This design comes from an exercise in tuning for small area, a short achievable clock period and few clock cycles per item on the open sky130 flow, not from production work. In this exercise RTL edits were held to simulation tests only and were not proved equivalent to the original.

==> flow/design.v (excerpt) <==
module arr_multiplier_pipe #(
  parameter int INPUT_BIT_SIZE = 32,
  parameter int STAGES         = 4
) (
  input  logic                          Clk,
  input  logic                          Reset,
  input  logic                          InValid,
  output logic                          InReady,
  input  logic [INPUT_BIT_SIZE-1:0]     InA,
  input  logic [INPUT_BIT_SIZE-1:0]     InB,
  input  logic                          Signed,
  output logic                          OutValid,
  input  logic                          OutReady,
  output logic [2*INPUT_BIT_SIZE-1:0]   Out
);
For scale: ~140 I/O pins, roughly 33000 um^2 of cells after synthesis.
clock: 24.0 ns
lec_check: 0
abc_area: 1
cap_margin: 20
core_margin: 2
core_utilization: 65
place_density: 0.75
slew_margin: 20
synth_hierarchical: 1
synth_minimum_keep_size: 0
standard.sh (not shown) runs the stock make flow with config.mk's settings and CLKGATE_MAP_FILE= SYNTH_SCRIPT=/design/flow/synth_recipe.tcl, a recipe that flattens the netlist after the stock synthesis.
==> flow/flow/run.sh <==
#!/bin/bash
# The standard layout, with two changes to how it is made:
#  - the input and output ports get sky130_fd_sc_hd__buf_2 buffers instead of the
#    buffer the resizer picks on its own (a slow delay cell);
#  - the resizer's timing repair aims for SETUP_SLACK_MARGIN ns of setup slack, so it
#    works on the paths that set the achieved period, not only on violations.
# The clock period, SDC and every other setting are the standard flow's.
set -euo pipefail
export SETUP_SLACK_MARGIN=${SETUP_SLACK_MARGIN_OVERRIDE:-18.0}
export BUFFER_PORTS_ARGS="-buffer_cell sky130_fd_sc_hd__buf_2"
bash standard.sh > standard.log 2>&1
The first run finished clean.
Testbench counts at the start, summed over its fixed seeds: cycles 12,024, items 12,000.
Change:
--- a/flow/config.mk
+++ b/flow/config.mk
@@ -11,2 +11,2 @@
-export CORE_UTILIZATION = 65
-export PLACE_DENSITY = 0.75
+export CORE_UTILIZATION = 40
+export CTS_BUF_LIST = sky130_fd_sc_hd__clkbuf_8
After rerunning: The new run passed the timing, design-rule and antenna checks. Cell count rose by 12%. Hold slack hardly moves. Wire length rose by 1.8%.
Change:
--- a/flow/config.mk
+++ b/flow/config.mk
@@ -12 +12,2 @@
-export CTS_BUF_LIST = sky130_fd_sc_hd__clkbuf_8
+export CTS_CLUSTER_DIAMETER = 70
+export CTS_CLUSTER_SIZE = 30
What happened: The new run went through all stages and came out clean; register-to-register slack degrades by 0.06 ns; worst hold slack improves by 0.0044 ns; global-route usage drops by 0.32 points; die area is unchanged; setup slack improves by 0.051 ns; final area drops by 1.0%; critical path depth stays the same; final cell count drops by 1.6%; first-iteration DRC count drops by 5.6%.
Change:
--- a/flow/config.mk
+++ b/flow/config.mk
@@ -12,2 +12,2 @@
-export CTS_CLUSTER_DIAMETER = 70
-export CTS_CLUSTER_SIZE = 30
+export CTS_CLUSTER_DIAMETER = 100
+export CTS_CLUSTER_SIZE = 25
The new run finished with timing, DRC and antenna clean; worst setup slack improves by 0.055 ns; final cell count stays flat.


Setup of yarrow:
Another version of the RTL of arr_multiplier_pipe (not shown whole).
Size in the first run: roughly 2,800 cells after synthesis, roughly 31,000 sq um of cells after synthesis.
==> flow/design.v (excerpt) <==
module arr_multiplier_pipe #(
  parameter int INPUT_BIT_SIZE = 32,
  parameter int STAGES         = 4
) (
  input  logic                          Clk,
  input  logic                          Reset,
  input  logic                          InValid,
  output logic                          InReady,
  input  logic [INPUT_BIT_SIZE-1:0]     InA,
  input  logic [INPUT_BIT_SIZE-1:0]     InB,
  input  logic                          Signed,
  output logic                          OutValid,
  input  logic                          OutReady,
  output logic [2*INPUT_BIT_SIZE-1:0]   Out
);
clock: 24.0 ns
lec_check: 0
abc_area: 1
cap_margin: 20
core_margin: 2
core_utilization: 40
cts_cluster_diameter: 100
cts_cluster_size: 25
slew_margin: 20
synth_hierarchical: 1
synth_minimum_keep_size: 0
==> flow/flow/run.sh <==
#!/bin/bash
# The standard layout, with two changes to how it is made:
#  - the input and output ports get sky130_fd_sc_hd__buf_2 buffers instead of the
#    buffer the resizer picks on its own (a slow delay cell);
#  - the resizer's timing repair aims for SETUP_SLACK_MARGIN ns of setup slack, so it
#    works on the paths that set the achieved period, not only on violations.
# The clock period, SDC and every other setting are the standard flow's.
set -euo pipefail
export SETUP_SLACK_MARGIN=${SETUP_SLACK_MARGIN_OVERRIDE:-18.2}
export BUFFER_PORTS_ARGS="-buffer_cell sky130_fd_sc_hd__buf_2"
bash standard.sh > standard.log 2>&1
yarrow went all the way through synthesis, placement and routing and the layout is clean on timing, DRC and antenna.
Testbench counts of yarrow, summed over its fixed seeds: cycles 12,024, items 12,000.
What violet does differently from yarrow at the input level:
--- a/flow/flow/run.sh
+++ b/flow/flow/run.sh
@@ -8,4 +8,5 @@
 set -euo pipefail
-export SETUP_SLACK_MARGIN=${SETUP_SLACK_MARGIN_OVERRIDE:-18.2}
+export SETUP_SLACK_MARGIN=${SETUP_SLACK_MARGIN_OVERRIDE:-18.0}
 export BUFFER_PORTS_ARGS="-buffer_cell sky130_fd_sc_hd__buf_2"
+export CTS_ARGS="-sink_clustering_enable -repair_clock_nets -dont_use_dummy_load -sink_clustering_size 25 -sink_clustering_max_diameter 100"
 bash standard.sh > standard.log 2>&1
--- outcome ---
violet has completed all stages; timing, DRC and antenna checks passed.
Compare violet and yarrow | relative slew slack higher: yarrow
As far as floorplan die width goes, yarrow and violet are indistinguishable; the numbers are identical.
Delta (violet minus yarrow): met3 global-route usage now sits higher, highest achievable clock rate now sits at about the same level.
Relative to yarrow, violet improves setup slack.
The final reports for violet and yarrow show met2 demand-to-capacity share in global routing lower in the former.
Compared with yarrow, in violet total nets after synthesis did not really move, number of hold buffers added after cts did not really move, final wirelength went down, post-route standard cell area excluding fillers went down.
Input changes introduced in cedar (baseline for comparison: violet):
Settings: SLEW_MARGIN changed from 20 to 5; CAP_MARGIN changed from 20 to 5.
--- a/flow/flow/run.sh
+++ b/flow/flow/run.sh
@@ -10,3 +10,2 @@
 export BUFFER_PORTS_ARGS="-buffer_cell sky130_fd_sc_hd__buf_2"
-export CTS_ARGS="-sink_clustering_enable -repair_clock_nets -dont_use_dummy_load -sink_clustering_size 25 -sink_clustering_max_diameter 100"
 bash standard.sh > standard.log 2>&1
[summary]
violet -> cedar: number of logic inverters in the finished layout delta 0, exact match. Number of placement rows: violet vs cedar identical. Between cedar and violet, final critical path time including I/O delays and setup is lower for violet, cedar comes in above that. Final count of negative-setup-slack endpoints across cedar and violet: no real change.
What pepper does differently from cedar at the input level:
Settings: swapping 5 for 20 in SLEW_MARGIN; swapping 5 for 20 in CAP_MARGIN.
--- a/flow/flow/run.sh
+++ b/flow/flow/run.sh
@@ -8,3 +8,3 @@
 set -euo pipefail
-export SETUP_SLACK_MARGIN=${SETUP_SLACK_MARGIN_OVERRIDE:-18.0}
+export SETUP_SLACK_MARGIN=${SETUP_SLACK_MARGIN_OVERRIDE:-18.5}
 export BUFFER_PORTS_ARGS="-buffer_cell sky130_fd_sc_hd__buf_2"
--- outcome ---
Taking cedar as the reference, in pepper actual transition at the worst max-transition pin now sits higher; global-route usage over all layers now sits higher; final critical path time including I/O delays and setup now sits lower; depth of the critical timing path with buffers and inverters included now sits at about the same level. pepper reports its highest layer used for signal routing as met5 while cedar reports met4.
Input changes introduced in raven (baseline for comparison: pepper):
Settings: a change of CTS_CLUSTER_DIAMETER from 100 to 90; a change of CTS_CLUSTER_SIZE from 25 to 30.
--- a/flow/flow/run.sh
+++ b/flow/flow/run.sh
@@ -8,4 +8,5 @@
 set -euo pipefail
-export SETUP_SLACK_MARGIN=${SETUP_SLACK_MARGIN_OVERRIDE:-18.5}
+export SETUP_SLACK_MARGIN=${SETUP_SLACK_MARGIN_OVERRIDE:-18.0}
 export BUFFER_PORTS_ARGS="-buffer_cell sky130_fd_sc_hd__buf_2"
+export CTS_ARGS="-sink_clustering_enable -repair_clock_nets -dont_use_dummy_load -sink_clustering_size 30 -sink_clustering_max_diameter 90"
 bash standard.sh > standard.log 2>&1
Summary of raven over pepper: post-placement cell area held steady; post-route standard cell area excluding fillers lower; total length of routed wires decreased by about 2.4% relative to the old numbers. When raven is set beside pepper, its number of detailed-route iterations in the first pass turns out to be 2 smaller. From pepper to raven the numbers moved as follows: first-pass GRT wire length saw a decrease, complex-gate fraction of the synthesized area barely changed. raven against pepper: wire length the detailed router placed on met1 now sits lower, global-route usage now sits lower. Going from pepper to raven, arrival time at the worst endpoint +0.14 ns, core utilization -0.91 points.
#### Input delta (ember over raven)
Settings: CTS_CLUSTER_SIZE: 30 -> 25; CTS_CLUSTER_DIAMETER: 90 -> 100.
--- a/flow/flow/run.sh
+++ b/flow/flow/run.sh
@@ -8,5 +8,4 @@
 set -euo pipefail
-export SETUP_SLACK_MARGIN=${SETUP_SLACK_MARGIN_OVERRIDE:-18.0}
+export SETUP_SLACK_MARGIN=${SETUP_SLACK_MARGIN_OVERRIDE:-17.8}
 export BUFFER_PORTS_ARGS="-buffer_cell sky130_fd_sc_hd__buf_2"
-export CTS_ARGS="-sink_clustering_enable -repair_clock_nets -dont_use_dummy_load -sink_clustering_size 30 -sink_clustering_max_diameter 90"
 bash standard.sh > standard.log 2>&1
==> results.txt <==
- CTS clock-pin slew for the worst setup and hold paths: raven vs ember — no meaningful difference
- Between ember and raven, it is ember whose hold slack is higher, by 0.011 ns.
- Between ember and raven, the difference in share of the clock period used by the worst path is negligible.
- Diff raven -> ember | clock network area share | increase of 0.39 points
- Relative to raven, the routed wire length measured on ember has decreased slightly.

-- what the ideal ports hide --
In the flow no input, the clock included, has a driving cell. The finished layouts below were timed again as built, in two steps.
Step 1, drivers: a clkbuf_16 drives Clk and a buf_2 each remaining input, both assumed.
Step 2 times the ports against the registers' clock, not the clock port: input delays grow and output delays shrink by t, the midpoint of the rising clock arrivals with the driver on.
Three values: no drivers, after step 1, after step 2; two values: the first two.
| run | shift t [ns] | slack for setup (ns) | worst setup path after step 2 | latest minus earliest clock arrival (ns) |
|---|---|---|---|---|
| the first run of note 1 | 0.626 | 17.953 / 17.894 / 17.844 | input to register | 0.020 / 0.020 |
| the second run of note 1 | 0.753 | 17.899 / 17.830 / 17.817 | input to register | 0.039 / 0.040 |
| the third run of note 1 | 0.674 | 17.951 / 17.885 / 17.838 | input to register | 0.044 / 0.044 |
| the fourth run of note 1 | 0.639 | 18.006 / 17.939 / 17.859 | input to register | 0.027 / 0.027 |
| yarrow | 0.635 | 17.926 / 17.857 / 17.830 | input to register | 0.025 / 0.025 |
| violet | 0.615 | 17.937 / 17.871 / 17.661 | input to register | 0.054 / 0.053 |
| cedar | 0.633 | 17.932 / 17.863 / 17.669 | input to register | 0.026 / 0.026 |
| pepper | 0.627 | 18.049 / 17.981 / 18.117 | input to register | 0.041 / 0.041 |
| raven | 0.613 | 17.910 / 17.846 / 17.655 | input to register | 0.077 / 0.076 |
| ember | 0.649 | 17.895 / 17.891 / 17.680 | input to register | 0.023 / 0.023 |
After both steps every run listed still meets setup and hold. For violet, which loses most, drivers alone change the setup slack by -0.066 ns; drivers and shift together by -0.276 ns.
